Background: an optimization exercise with open tools, aiming at small area, a short achievable clock period and few clock cycles. Do not read the settings as production practice. In this exercise RTL edits were held to simulation tests only and were not proved equivalent to the original. Power and IR drop assume default switching activity.

==> 07-20: inputs <==
// interval_task_timer_table
module interval_task_timer_table (
	input  logic               clk,
	input  logic               arst_n,
	input  logic               item_valid,
	output logic               item_ready,
	input  logic               item_cmd,
	input  logic [TICK_W-1:0]  item_now_ticks,
	input  logic [PERIOD_W-1:0] item_period_ms,
	input  logic               item_periodic,
	output logic               result_valid,
	input  logic               result_ready,
	output logic [TIDX_W-1:0]  result_task_index,
	output logic               result_accepted,
	output logic               result_fired,
	output logic               result_last,
	input  logic               psel,
	input  logic               penable,
	input  logic               pwrite,
	input  logic [PADDR_W-1:0] paddr,
	input  logic [DATA_W-1:0]  pwdata,
	output logic [DATA_W-1:0]  prdata,
	output logic               pready
);
clock: 8.0 ns
lec_check: 0
abc_area: 1
cap_margin: 20
core_margin: 2
core_utilization: 40
cts_buf_list: sky130_fd_sc_hd__clkbuf_8
setup_slack_margin: 3.9
slew_margin: 20
run.sh (not shown) runs the stock make flow with config.mk's settings and CLKGATE_MAP_FILE= SYNTH_SCRIPT=/design/flow/synth_recipe.tcl, a recipe that flattens the netlist after the stock synthesis.
==> inputs of 06-14, as changes to 07-20 <==
--- a/flow/design.v
+++ b/flow/design.v
@@ -66,16 +66,17 @@
 	logic [TPM_W-1:0] tpm_q;
 	logic             cfg_wr;
 	assign pready = 1'b1;
 	assign cfg_wr = psel && penable && pwrite && paddr[PADDR_W-1:2] == REG_TICKS_PER_MS;
 	assign prdata = (paddr[PADDR_W-1:2] == REG_TICKS_PER_MS) ?
 		{{(DATA_W-TPM_W){1'b0}}, tpm_q} : '0;
 	logic [TICK_W-1:0]   start_n_q  [SLOTS];    
 	logic [PERIOD_W-1:0] period_q   [SLOTS];
+	logic [2:0]          top_q      [SLOTS];    
 	logic [TICK_W:0]     need_n_q   [SLOTS];    
 	logic [SLOTS-1:0]    periodic_q;
 	logic [SLOTS-1:0]    active_q;
 	logic [CNT_W-1:0]    count_q;
 	logic                a_v;
 	logic                a_cmd;
 	logic [TICK_W-1:0]   a_now;
 	logic                g_v;
@@ -129,44 +130,45 @@
 		for (int i = 0; i < SLOTS; i++) begin
 			if (g_low[i]) g_low_idx |= IDX_W'(i);
 		end
 		if (g_mask != '0)
 			g_beat = {TIDX_W'(g_low_idx), 1'b0, 1'b1, g_le1};
 		else
 			g_beat = {TIDX_W'(g_idx), g_acc, 1'b0, 1'b1};
 	end
-	logic [PERIOD_W-1:0]  m_ld;
-	logic [MCW-1:0]       m_top;
-	logic                 l_v;         
-	logic                 l_first;
-	logic [PERIOD_W-1:0]  l_per;
-	logic [MCW-1:0]       l_ch;
-	logic [MK-1:0]        l_chunk;
+	logic [MCW-1:0]       l_ch;        
+	logic                 l_first;     
+	logic [MCW-1:0]       l_ci;        
 	logic                 l_go;        
+	logic                 c_v;         
+	logic                 c_first;
+	logic                 c_last;
+	logic [MK-1:0]        l_chunk;
 	logic                 p_v;
 	logic                 p_first;
 	logic                 p_last;
 	logic [TPM_W+MK-1:0]  p_ps, p_pc;
 	logic [TICK_W:0]      m_sum;
 	logic                 m_nsat;
-	logic [MCW-1:0]       l_chn;
 	logic                 m_wr;        
 	logic                 w_v;         
 	logic [CNT_W-1:0]     m_done_nx;
 	logic [CNT_W-1:0]     count_nx;
-	assign m_ld = period_q[m_issue[IDX_W-1:0]];
+	logic [PERIOD_W-1:0]  m_ld;
+	assign m_ld  = period_q[m_issue[IDX_W-1:0]];
+	assign l_ci  = l_first ? top_q[m_issue[IDX_W-1:0]] : l_ch;
+	assign l_go  = m_issue != count_q;
+	logic [MCW-1:0] in_top;
 	always_comb begin
-		m_top = '0;
+		in_top = '0;
 		for (int c = 0; c < MCH; c++) begin
-			if (m_ld[c*MK +: MK] != '0) m_top = MCW'(c);
+			if (item_period_ms[c*MK +: MK] != '0) in_top = MCW'(c);
 		end
 	end
-	assign l_chn  = l_ch - 1'b1;
-	assign l_go   = m_issue != count_q && (!l_v || l_ch == '0);
 	assign m_sum  = {1'b0, (p_first ? '0 : m_acc[TICK_W-MK-1:0]), {MK{1'b0}}} +
 		{{(TICK_W-TPM_W-MK+1){1'b0}}, p_ps} + {{(TICK_W-TPM_W-MK+1){1'b0}}, p_pc};
 	assign m_nsat = (!p_first && (m_sat || m_acc[TICK_W-1:TICK_W-MK] != '0)) ||
 		m_sum[TICK_W];
 	assign m_wr   = w_v;
 	localparam int PW = TPM_W + MK;
 	logic [PW-1:0] r0, r1, r2, r3, s1, c1, s2, c2, m_ps, m_pc;
 	always_comb begin
@@ -178,65 +180,61 @@
 		c1 = ((r0 & r1) | (r0 & r2) | (r1 & r2)) << 1;
 		s2 = s1 ^ c1 ^ r3;
 		c2 = ((s1 & c1) | (s1 & r3) | (c1 & r3)) << 1;
 		m_ps = s2;
 		m_pc = c2;
 	end
 	always_ff @(posedge clk) begin
 		if (l_go) begin
-			l_per   <= m_ld;
-			l_ch    <= m_top;
-			l_chunk <= m_ld[m_top*MK +: MK];
-		end else if (l_v) begin
-			l_ch    <= l_chn;
-			l_chunk <= l_per[l_chn*MK +: MK];
+			l_chunk <= m_ld[l_ci*MK +: MK];
+			c_first <= l_first;
+			c_last  <= l_ci == '0;
+			l_ch    <= l_ci - 1'b1;
 		end
-		if (l_v) begin
+		if (c_v) begin
 			p_ps    <= m_ps;
 			p_pc    <= m_pc;
-			p_first <= l_first;
-			p_last  <= l_ch == '0;
+			p_first <= c_first;
+			p_last  <= c_last;
 		end
 		if (p_v) begin
 			m_acc <= m_sum[TICK_W-1:0];
 			m_sat <= m_nsat;
 		end
 	end
 	assign m_done_nx = cfg_wr ? '0 : m_done + CNT_W'(m_wr);
 	assign count_nx  = count_q + CNT_W'(do_create);
 	always_ff @(posedge clk or negedge arst_n) begin
 		if (!arst_n) begin
 			tpm_q   <= TPM_RESET;
 			m_issue <= '0;
 			m_done  <= '0;
 			need_ok <= 1'b1;
-			l_v     <= 1'b0;
-			l_first <= 1'b0;
+			l_first <= 1'b1;
+			c_v     <= 1'b0;
 			p_v     <= 1'b0;
 			w_v     <= 1'b0;
 		end else begin
 			m_done  <= m_done_nx;
 			need_ok <= m_done_nx == count_nx;
 			if (cfg_wr) begin
 				tpm_q   <= pwdata[TPM_W-1:0];
 				m_issue <= '0;
-				l_v     <= 1'b0;
+				l_first <= 1'b1;
+				c_v     <= 1'b0;
 				p_v     <= 1'b0;
 				w_v     <= 1'b0;
 			end else begin
-				p_v <= l_v;
+				c_v <= l_go;
+				p_v <= c_v;
 				w_v <= p_v && p_last;
 				if (l_go) begin
-					l_v     <= 1'b1;
-					l_first <= 1'b1;
-					m_issue <= m_issue + 1'b1;
-				end else begin
-					l_first <= 1'b0;
-					if (l_v && l_ch == '0) l_v <= 1'b0;
+					l_first <= l_ci == '0;
+					if (l_ci == '0) m_issue <= m_issue + 1'b1;
 				end
 			end
 		end
 	end
 	always_ff @(posedge clk) begin
 		if (m_wr) begin
 			need_n_q[m_done[IDX_W-1:0]] <= ~{m_sat, m_acc};
 		end
@@ -245,16 +243,17 @@
 		for (int i = 0; i < SLOTS; i++) begin
 			if ((do_create && count_q == CNT_W'(i)) ||
 			    (exec && !is_create && fire[i] && periodic_q[i])) begin
 				start_n_q[i] <= ~a_now;
 			end
 			if (item_valid && item_ready && item_cmd == CMD_CREATE &&
 			    count_nx == CNT_W'(i)) begin
 				period_q[i]   <= item_period_ms;
+				top_q[i]      <= in_top;
 				periodic_q[i] <= item_periodic;
 			end
 		end
 	end
 	always_ff @(posedge clk or negedge arst_n) begin
 		if (!arst_n) begin
 			count_q  <= '0;
 			active_q <= '0;
Settings changed: CORE_UTILIZATION 40 to 50, CTS_BUF_LIST sky130_fd_sc_hd__clkbuf_8 to sky130_fd_sc_hd__clkbuf_16, CTS_CLUSTER_DIAMETER set to 70, CTS_CLUSTER_SIZE set to 25, SETUP_SLACK_MARGIN 3.9 to 4.5.
==> flow_metrics.py <==
metrics = {
    "run_status": {
        "outcome": "finished clean",
    },
    "finish": {
        "finalNonFillerCells": 5808,
        "inverters": 342,
    },
    "floorplanning": {
        "dieArea_sq_um": 107000,
        "nWellTaps": 1380,
    },
    "grt": {
        "grt_util_met3_pct": 3.92,
        "grt_pass1_vias": 32851,
    },
    "power": {
        "p_comb_mw": 8.46,
    },
    "detailed_routing": {
        "route.met3.wl_mm": 8.75,
    },
    "critical_path": {
        "cp_data_arrival_time_ns": 4.05,
    },
    "clock_tree": {
        "cts_resized": 339,
        "cts.sinks": 990,
    },
}
Source of the figures above: 06-14

==> flow_metrics.py <==
metrics = {
    "clock_tree": {
        "cts.sinks": 996,
        "cts_resized": 50,
    },
    "floorplanning": {
        "nWellTaps": 1755,
    },
    "run_status": {
        "outcome": "finished clean",
    },
    "power": {
        "p_comb_mw": 7.82,
    },
    "detailed_routing": {
        "route.met3.wl_mm": 6.88,
    },
    "grt": {
        "grt_pass1_vias": 34037,
        "grt_util_met3_pct": 3.55,
    },
}
Source of the figures above: 07-20

Testbench counts of 07-20, summed over its fixed seeds: cycles 5,442.
Testbench counts of 06-14, summed over its fixed seeds: cycles 5,442.

port drivers added, routing unchanged:
The flow's constraints put no driver on any port. The routed layouts listed below were extracted and timed again, unchanged, in two steps.
Step 1, drivers: a clkbuf_16 drives clk and a buf_2 each remaining input, both assumed.
Step 2 moves the port delays by t, midway between the first and last clock arrival at a register: inputs arrive t later, outputs are due t later. That takes back most of the time a late clock gives input paths.
Slacks: ideal / step 1 / step 2; pairs: ideal / step 1.
| run | shift t [ns] | slack for setup (ns) | worst register clock-pin slew, ns | worst data-port slew with drivers (ns) |
|---|---|---|---|---|
| 07-20 | 0.930 | 3.940 / 3.918 / 3.918 | 0.07 / 0.07 | 0.14 |
| 06-14 | 0.742 | 4.329 / 4.300 / 3.872 | 0.10 / 0.10 | 0.07 |
After both steps every run listed still meets setup and hold. For 06-14, which loses most, drivers alone change the setup slack by -0.029 ns; drivers and shift together by -0.457 ns.
